What follows belongs to an exercise in optimizing a design on an open flow for small area and few clock cycles per item; a production flow would make more cautious choices.
Where RTL was checked, it was by simulation tests only, not by an equivalence proof against the original.
No activity file was given, so power comes from the tool's default toggle rates.

## rev 12
==> flow/design.v <==
`timescale 1ns / 1ps
package rnab_pkg;
    localparam int SRC_W   = 8;
    localparam int ROUND_W = 32;
    localparam int PADDR_W = 3;
    localparam int PDATA_W = 32;
    localparam int RANK_W  = 7;
endpackage
`timescale 1ns / 1ps
module rnab_cfg (
    input  logic                          clk,
    input  logic                          rst_n,
    input  logic                          psel,
    input  logic                          penable,
    input  logic                          pwrite,
    input  logic [rnab_pkg::PADDR_W-1:0]  paddr,
    input  logic [rnab_pkg::PDATA_W-1:0]  pwdata,
    output logic [rnab_pkg::PDATA_W-1:0]  prdata,
    output logic                          pready,
    output logic [rnab_pkg::RANK_W-1:0]   rank_total
);
    assign pready = 1'b1;
    assign prdata = paddr[2] ? '0 : rnab_pkg::PDATA_W'(rank_total);
    always_ff @(posedge clk or negedge rst_n)
    begin
        if (!rst_n)
            rank_total <= rnab_pkg::RANK_W'(1);
        else if (psel && penable && pwrite && !paddr[2])
            rank_total <= pwdata[rnab_pkg::RANK_W-1:0];
    end
endmodule
`timescale 1ns / 1ps
module rnab_core (
    input  logic                          clk,
    input  logic                          rst_n,
    input  logic                          take,
    input  logic                          bump,
    input  logic [1:0]                    action,
    input  logic [rnab_pkg::SRC_W-1:0]    sender,
    input  logic [rnab_pkg::ROUND_W-1:0]  msg_round,
    input  logic [rnab_pkg::RANK_W-1:0]   rank_total,
    output logic [2:0]                    kind,
    output logic [2:0]                    err,
    output logic                          two,
    output logic [1:0]                    phase,
    output logic [1:0]                    prev_phase,
    output logic [rnab_pkg::ROUND_W-1:0]  pivot_round,
    output logic [rnab_pkg::ROUND_W-1:0]  ack_round
);
    localparam logic [1:0] P_INIT   = 2'd0;
    localparam logic [1:0] P_READY  = 2'd1;
    localparam logic [1:0] P_RENEGO = 2'd2;
    localparam logic [1:0] P_ACK    = 2'd3;
    localparam logic [2:0] K_PIVOTS  = 3'd0;
    localparam logic [2:0] K_ACKS    = 3'd1;
    localparam logic [2:0] K_RELEASE = 3'd2;
    localparam logic [2:0] K_NONE    = 3'd3;
    localparam logic [2:0] K_ERROR   = 3'd4;
    logic [5:0]                    resp;
    logic                          sel;
    logic [6:0]                    n_eff;
    logic                          bad;
    logic                          renego;
    logic [6:0]                    resp_inc;
    logic                          pivot_done;
    logic [rnab_pkg::ROUND_W-1:0]  ack_round_inc;
    logic                          to_next;
    logic                          is_now;
    logic                          marked;
    logic [6:0]                    cnt_now;
    logic                          complete;
    logic [1:0]  phase_d;
    logic [1:0]  prev_d;
    logic        resp_ld;
    logic        pr_inc;
    logic        ar_inc;
    logic        set_en;
    logic        swap;
    assign n_eff      = rank_total[6] ? 7'd64 : rank_total;
    assign bad        = (sender >= {1'b0, n_eff});
    assign renego     = (phase == P_RENEGO);
    assign resp_inc   = renego ? {1'b0, resp} + 7'd1 : 7'd1;
    assign pivot_done = (resp_inc >= n_eff);
    assign ack_round_inc = ack_round + 1'b1;
    assign to_next       = (msg_round == ack_round_inc);
    assign is_now        = (msg_round == ack_round);
    assign complete      = to_next ? (cnt_now >= n_eff) : ({1'b0, cnt_now} + 8'd1 >= {1'b0, n_eff});
    rnab_fifo u_maps (
        .clk     (clk),
        .rst_n   (rst_n),
        .sel     (sel),
        .to_next (to_next),
        .idx     (sender[5:0]),
        .set_en  (set_en),
        .swap    (swap),
        .marked  (marked),
        .cnt_now (cnt_now)
    );
    always_comb
    begin
        kind    = K_NONE;
        err     = 3'd0;
        two     = 1'b0;
        phase_d = phase;
        prev_d  = prev_phase;
        resp_ld = 1'b0;
        pr_inc  = 1'b0;
        ar_inc  = 1'b0;
        set_en  = 1'b0;
        swap    = 1'b0;
        case (action)
            2'd0:
            begin
                if (!phase[1])
                begin
                    prev_d  = phase;
                    phase_d = P_RENEGO;
                    resp_ld = 1'b1;
                    kind    = K_PIVOTS;
                end
            end
            2'd1:
            begin
                if (msg_round != pivot_round)
                begin
                    kind = K_ERROR;
                    err  = 3'd1;
                end
                else if (bad)
                begin
                    kind = K_ERROR;
                    err  = 3'd3;
                end
                else
                begin
                    resp_ld = 1'b1;
                    if (!renego)
                    begin
                        prev_d  = phase;
                        phase_d = P_RENEGO;
                        kind    = K_PIVOTS;
                    end
                    if (pivot_done)
                    begin
                        prev_d  = P_RENEGO;
                        phase_d = P_ACK;
                        if (!renego)
                            two = 1'b1;
                        else
                        begin
                            kind   = K_ACKS;
                            pr_inc = 1'b1;
                        end
                    end
                end
            end
            2'd2:
            begin
                if (!to_next && !is_now)
                begin
                    kind = K_ERROR;
                    err  = 3'd2;
                end
                else if (bad)
                begin
                    kind = K_ERROR;
                    err  = 3'd3;
                end
                else if (marked)
                begin
                    kind = K_ERROR;
                    err  = 3'd4;
                end
                else if (complete && !phase[1])
                begin
                    kind = K_ERROR;
                    err  = 3'd5;
                end
                else if (complete)
                begin
                    swap   = 1'b1;
                    set_en = to_next;
                    ar_inc = 1'b1;
                    if (phase == P_ACK)
                    begin
                        prev_d  = P_ACK;
                        phase_d = P_READY;
                        kind    = K_RELEASE;
                    end
                end
                else
                    set_en = 1'b1;
            end
            default:
            begin
                if (renego)
                begin
                    kind = K_ERROR;
                    err  = 3'd6;
                end
                else
                    phase_d = P_INIT;
            end
        endcase
        if (!take)
        begin
            resp_ld = 1'b0;
            pr_inc  = 1'b0;
            ar_inc  = 1'b0;
            set_en  = 1'b0;
            swap    = 1'b0;
        end
    end
    always_ff @(posedge clk or negedge rst_n)
    begin
        if (!rst_n)
        begin
            phase       <= P_INIT;
            prev_phase  <= P_INIT;
            resp        <= '0;
            pivot_round <= '0;
            ack_round   <= '0;
            sel         <= 1'b0;
        end
        else
        begin
            if (take)
            begin
                phase      <= phase_d;
                prev_phase <= prev_d;
            end
            if (resp_ld)
                resp <= (action == 2'd0) ? 6'd0 : resp_inc[5:0];
            if (pr_inc || bump)
                pivot_round <= pivot_round + 1'b1;
            if (ar_inc)
                ack_round <= ack_round_inc;
            if (swap)
                sel <= !sel;
        end
    end
endmodule
`timescale 1ns / 1ps
module rnab_fifo (
    input  logic        clk,
    input  logic        rst_n,
    input  logic        sel,
    input  logic        to_next,
    input  logic [5:0]  idx,
    input  logic        set_en,
    input  logic        swap,
    output logic        marked,
    output logic [6:0]  cnt_now
);
    logic [63:0] bank_a_n;
    logic [63:0] bank_b_n;
    logic [6:0]  cnt_a;
    logic [6:0]  cnt_b;
    logic [63:0] onehot;
    logic [63:0] onehot_s;
    logic        tgt_b;
    logic        clr_a;
    logic        clr_b;
    logic        set_a;
    logic        set_b;
    assign tgt_b   = sel ^ to_next;
    assign onehot  = 64'd1 << idx;
    assign onehot_s = {64{set_en}} & onehot;
    assign marked  = tgt_b ? (!bank_b_n[idx] && !clr_b) : (!bank_a_n[idx] && !clr_a);
    assign cnt_now = sel ? cnt_b : cnt_a;
    assign set_a  = set_en && !tgt_b;
    assign set_b  = set_en && tgt_b;
    always_ff @(posedge clk)
    begin
        bank_a_n <= (bank_a_n | {64{clr_a}}) & ~(onehot_s & {64{!tgt_b}});
        bank_b_n <= (bank_b_n | {64{clr_b}}) & ~(onehot_s & {64{tgt_b}});
    end
    always_ff @(posedge clk or negedge rst_n)
    begin
        if (!rst_n)
        begin
            cnt_a <= '0;
            cnt_b <= '0;
            clr_a <= 1'b1;
            clr_b <= 1'b1;
        end
        else
        begin
            clr_a <= swap && !sel;
            clr_b <= swap && sel;
            if (swap && !sel)
                cnt_a <= '0;
            else if (set_a)
                cnt_a <= cnt_a + 1'b1;
            if (swap && sel)
                cnt_b <= '0;
            else if (set_b)
                cnt_b <= cnt_b + 1'b1;
        end
    end
endmodule
`timescale 1ns / 1ps
module range_negotiation_ack_barrier_unit (
    input  logic                          clk,
    input  logic                          rst_n,
    input  logic                          in_valid,
    output logic                          in_ready,
    input  logic [1:0]                    action,
    input  logic [rnab_pkg::SRC_W-1:0]    sender,
    input  logic [rnab_pkg::ROUND_W-1:0]  msg_round,
    output logic                          out_valid,
    input  logic                          out_ready,
    output logic [2:0]                    kind,
    output logic [2:0]                    error_code,
    output logic [rnab_pkg::ROUND_W-1:0]  round,
    output logic [1:0]                    phase,
    output logic [1:0]                    prev_phase,
    output logic                          last,
    input  logic                          psel,
    input  logic                          penable,
    input  logic                          pwrite,
    input  logic [rnab_pkg::PADDR_W-1:0]  paddr,
    input  logic [rnab_pkg::PDATA_W-1:0]  pwdata,
    output logic [rnab_pkg::PDATA_W-1:0]  prdata,
    output logic                          pready
);
    logic [rnab_pkg::RANK_W-1:0]   rank_total;
    logic                          pend2;
    logic                          take;
    logic                          bump;
    logic [2:0]                    kind_c;
    logic [2:0]                    err_c;
    logic                          two_c;
    logic [rnab_pkg::ROUND_W-1:0]  pivot_round;
    logic [rnab_pkg::ROUND_W-1:0]  ack_round;
    assign in_ready = !pend2 && (!out_valid || out_ready);
    assign take     = in_valid && in_ready;
    assign bump     = pend2 && out_ready;
    rnab_cfg u_cfg (
        .clk        (clk),
        .rst_n      (rst_n),
        .psel       (psel),
        .penable    (penable),
        .pwrite     (pwrite),
        .paddr      (paddr),
        .pwdata     (pwdata),
        .prdata     (prdata),
        .pready     (pready),
        .rank_total (rank_total)
    );
    rnab_core u_core (
        .clk         (clk),
        .rst_n       (rst_n),
        .take        (take),
        .bump        (bump),
        .action      (action),
        .sender      (sender),
        .msg_round   (msg_round),
        .rank_total  (rank_total),
        .kind        (kind_c),
        .err         (err_c),
        .two         (two_c),
        .phase       (phase),
        .prev_phase  (prev_phase),
        .pivot_round (pivot_round),
        .ack_round   (ack_round)
    );
    always_ff @(posedge clk or negedge rst_n)
    begin
        if (!rst_n)
        begin
            out_valid <= 1'b0;
            pend2     <= 1'b0;
        end
        else
        begin
            if (take)
            begin
                out_valid <= 1'b1;
                pend2     <= two_c;
            end
            else if (out_ready)
            begin
                out_valid <= pend2;
                pend2     <= 1'b0;
            end
        end
    end
    always_ff @(posedge clk)
    begin
        if (take)
        begin
            kind       <= kind_c;
            error_code <= err_c;
        end
        else if (bump)
            kind <= 3'd1;
    end
    assign last  = !pend2;
    assign round = (kind == 3'd0) ? pivot_round :
                   (kind == 3'd1) ? ack_round : '0;
endmodule
==> flow/config.mk <==
export PLATFORM = sky130hd
export DESIGN_NAME = range_negotiation_ack_barrier_unit
export DESIGN_NICKNAME = range_negotiation_ack_barrier_unit
export VERILOG_FILES = /design/flow/design.v
export SDC_FILE = /design/flow/constraint.sdc
export NUM_CORES = 4
export LEC_CHECK = 0
export CAP_MARGIN = 20
export CORE_MARGIN = 2
export CORE_UTILIZATION = 40
export SLEW_MARGIN = 20
==> flow/constraint.sdc <==
create_clock -name core_clock -period 6.5 [get_ports {clk}]
set_input_delay 1.3000 -clock core_clock [delete_from_list [all_inputs] [get_ports {clk}]]
set_output_delay 1.3000 -clock core_clock [all_outputs]
set_load 0.01 [all_outputs]
standard.sh (not shown) runs the stock make flow with config.mk's settings and CLKGATE_MAP_FILE= SYNTH_SCRIPT=/design/flow/synth_recipe.tcl, a recipe that flattens the netlist after the stock synthesis.
==> flow/flow/run.sh <==
#!/bin/bash
# Standard layout with area-oriented changes: port buffers use buf_1 and
# clock tree synthesis uses clusters of sinks under single small clock
# buffers, without dummy loads.
set -euo pipefail
export BUFFER_PORTS_ARGS="-buffer_cell sky130_fd_sc_hd__buf_1"
export CTS_ARGS="-sink_clustering_enable -repair_clock_nets -dont_use_dummy_load -buf_list sky130_fd_sc_hd__clkbuf_8 -sink_clustering_size 20 -sink_clustering_max_diameter 60"
bash standard.sh > standard_make.log 2>&1
The inputs of rev 13 differ from those of rev 12 as listed below.
--- a/flow/design.v
+++ b/flow/design.v
@@ -81,7 +81,31 @@
     assign renego     = (phase == P_RENEGO);
     assign resp_inc   = renego ? {1'b0, resp} + 7'd1 : 7'd1;
     assign pivot_done = (resp_inc >= n_eff);
-    assign ack_round_inc = ack_round + 1'b1;
+    logic [rnab_pkg::ROUND_W-1:0]  ack_carry;
+    logic [rnab_pkg::ROUND_W-1:0]  piv_tog;
+    logic [3:0]                    ack_blk;
+    logic [3:0]                    piv_blk;
+    assign ack_blk[0] = 1'b1;
+    assign piv_blk[0] = pr_inc || bump;
+    for (genvar b = 1; b < 4; b++)
+    begin : g_blk
+        assign ack_blk[b] = ack_blk[b-1] && (&ack_round[8*b-1:8*b-8]);
+        assign piv_blk[b] = piv_blk[b-1] && (&pivot_round[8*b-1:8*b-8]);
+    end
+    for (genvar i = 0; i < rnab_pkg::ROUND_W; i++)
+    begin : g_carry
+        if (i % 8 == 0)
+        begin : g_first
+            assign ack_carry[i] = ack_blk[i/8];
+            assign piv_tog[i]   = piv_blk[i/8];
+        end
+        else
+        begin : g_next
+            assign ack_carry[i] = ack_carry[i-1] && ack_round[i-1];
+            assign piv_tog[i]   = piv_tog[i-1] && pivot_round[i-1];
+        end
+    end
+    assign ack_round_inc = ack_round ^ ack_carry;
     assign to_next       = (msg_round == ack_round_inc);
     assign is_now        = (msg_round == ack_round);
     assign complete      = to_next ? (cnt_now >= n_eff) : ({1'b0, cnt_now} + 8'd1 >= {1'b0, n_eff});
@@ -231,10 +255,8 @@
             end
             if (resp_ld)
                 resp <= (action == 2'd0) ? 6'd0 : resp_inc[5:0];
-            if (pr_inc || bump)
-                pivot_round <= pivot_round + 1'b1;
-            if (ar_inc)
-                ack_round <= ack_round_inc;
+            pivot_round <= pivot_round ^ piv_tog;
+            ack_round   <= ack_round ^ (ack_carry & {rnab_pkg::ROUND_W{ar_inc}});
             if (swap)
                 sel <= !sel;
         end
@@ -252,8 +274,8 @@
     output logic        marked,
     output logic [6:0]  cnt_now
 );
-    logic [63:0] bank_a_n;
-    logic [63:0] bank_b_n;
+    logic [63:0] bank_a;
+    logic [63:0] bank_b;
     logic [6:0]  cnt_a;
     logic [6:0]  cnt_b;
     logic [63:0] onehot;
@@ -266,14 +288,14 @@
     assign tgt_b   = sel ^ to_next;
     assign onehot  = 64'd1 << idx;
     assign onehot_s = {64{set_en}} & onehot;
-    assign marked  = tgt_b ? (!bank_b_n[idx] && !clr_b) : (!bank_a_n[idx] && !clr_a);
+    assign marked  = tgt_b ? (bank_b[idx] && !clr_b) : (bank_a[idx] && !clr_a);
     assign cnt_now = sel ? cnt_b : cnt_a;
     assign set_a  = set_en && !tgt_b;
     assign set_b  = set_en && tgt_b;
     always_ff @(posedge clk)
     begin
-        bank_a_n <= (bank_a_n | {64{clr_a}}) & ~(onehot_s & {64{!tgt_b}});
-        bank_b_n <= (bank_b_n | {64{clr_b}}) & ~(onehot_s & {64{tgt_b}});
+        bank_a <= (bank_a & {64{!clr_a}}) | (onehot_s & {64{!tgt_b}});
+        bank_b <= (bank_b & {64{!clr_b}}) | (onehot_s & {64{tgt_b}});
     end
     always_ff @(posedge clk or negedge rst_n)
     begin
@@ -397,6 +419,6 @@
             kind <= 3'd1;
     end
     assign last  = !pend2;
-    assign round = (kind == 3'd0) ? pivot_round :
-                   (kind == 3'd1) ? ack_round : '0;
+    assign round = (pivot_round & {rnab_pkg::ROUND_W{kind == 3'd0}})
+                 | (ack_round & {rnab_pkg::ROUND_W{kind == 3'd1}});
 endmodule
Results
Having completed the whole flow, rev 13 delivered a layout that passed the timing, design-rule and antenna checks.
As of rev 13, number of buffers created by CTS had fallen by more than 10% compared to rev 12.
Rev 13 ends up with a switching power total that is about 4% lower than in rev 12.
Sequential cell area share: rev 13 > rev 12
Wire length after detailed routing: rev 13 better than rev 12
Relative to rev 12, number of clock-tree buffers in the layout has decreased by 12% in rev 13.
Diff rev 12..rev 13 | number of flops mapped to enable cells by yosys | unchanged
Final period demand of the worst path: lower on rev 12
Portion of the clock cycle consumed by the worst path in the final layout up 14 points in rev 13 wrt rev 12
Going from rev 12 to rev 13, standard cell core area shrank by a few percent.
Rev 13 against rev 12: internal power consumption now smaller; instance area after placement went down about 3.5%.
Met2 track demand over resource in global routing, rev 12 and rev 13: higher on rev 13
Synthesized-area fraction occupied by ao, oa, aoi and oai cells was higher in the run labelled rev 12.
Testbench counts of rev 13, summed over its fixed seeds: cycles 64,320, items 64,000.
For rev 12, only the layout was checked, not whether the RTL still works.

-- static timing again, ports no longer ideal --
The results above use ideal ports. As a check the final layouts listed here were re-extracted and re-timed, cells and wires unchanged.
Step 1 sets driving cells, clkbuf_16 on the clock port and buf_2 on the other inputs (assumed; they add their load-dependent delay and slew).
Step 2 times the ports against the registers' clock, not the clock port: input delays grow and output delays shrink by t, the midpoint of the rising clock arrivals with the driver on.
a / b / c = no drivers / after step 1 / after step 2; a / b = the first two.
run | t (ns) | slack for setup (ns) | latest minus earliest clock arrival (ns) | worst data-port slew with drivers (ns) | pins driven straight from the clock port
rev 12 | 0.615 | 1.452 / 1.456 / 0.841 | 0.093 / 0.093 | 0.05 | 1
rev 13 | 0.576 | 0.539 / 0.539 / 0.539 | 0.078 / 0.078 | 0.03 | 1
After both steps every run listed still meets setup and hold. The setup slack of rev 12, which loses most, moves by +0.004 ns with the drivers and by -0.611 ns with both steps.
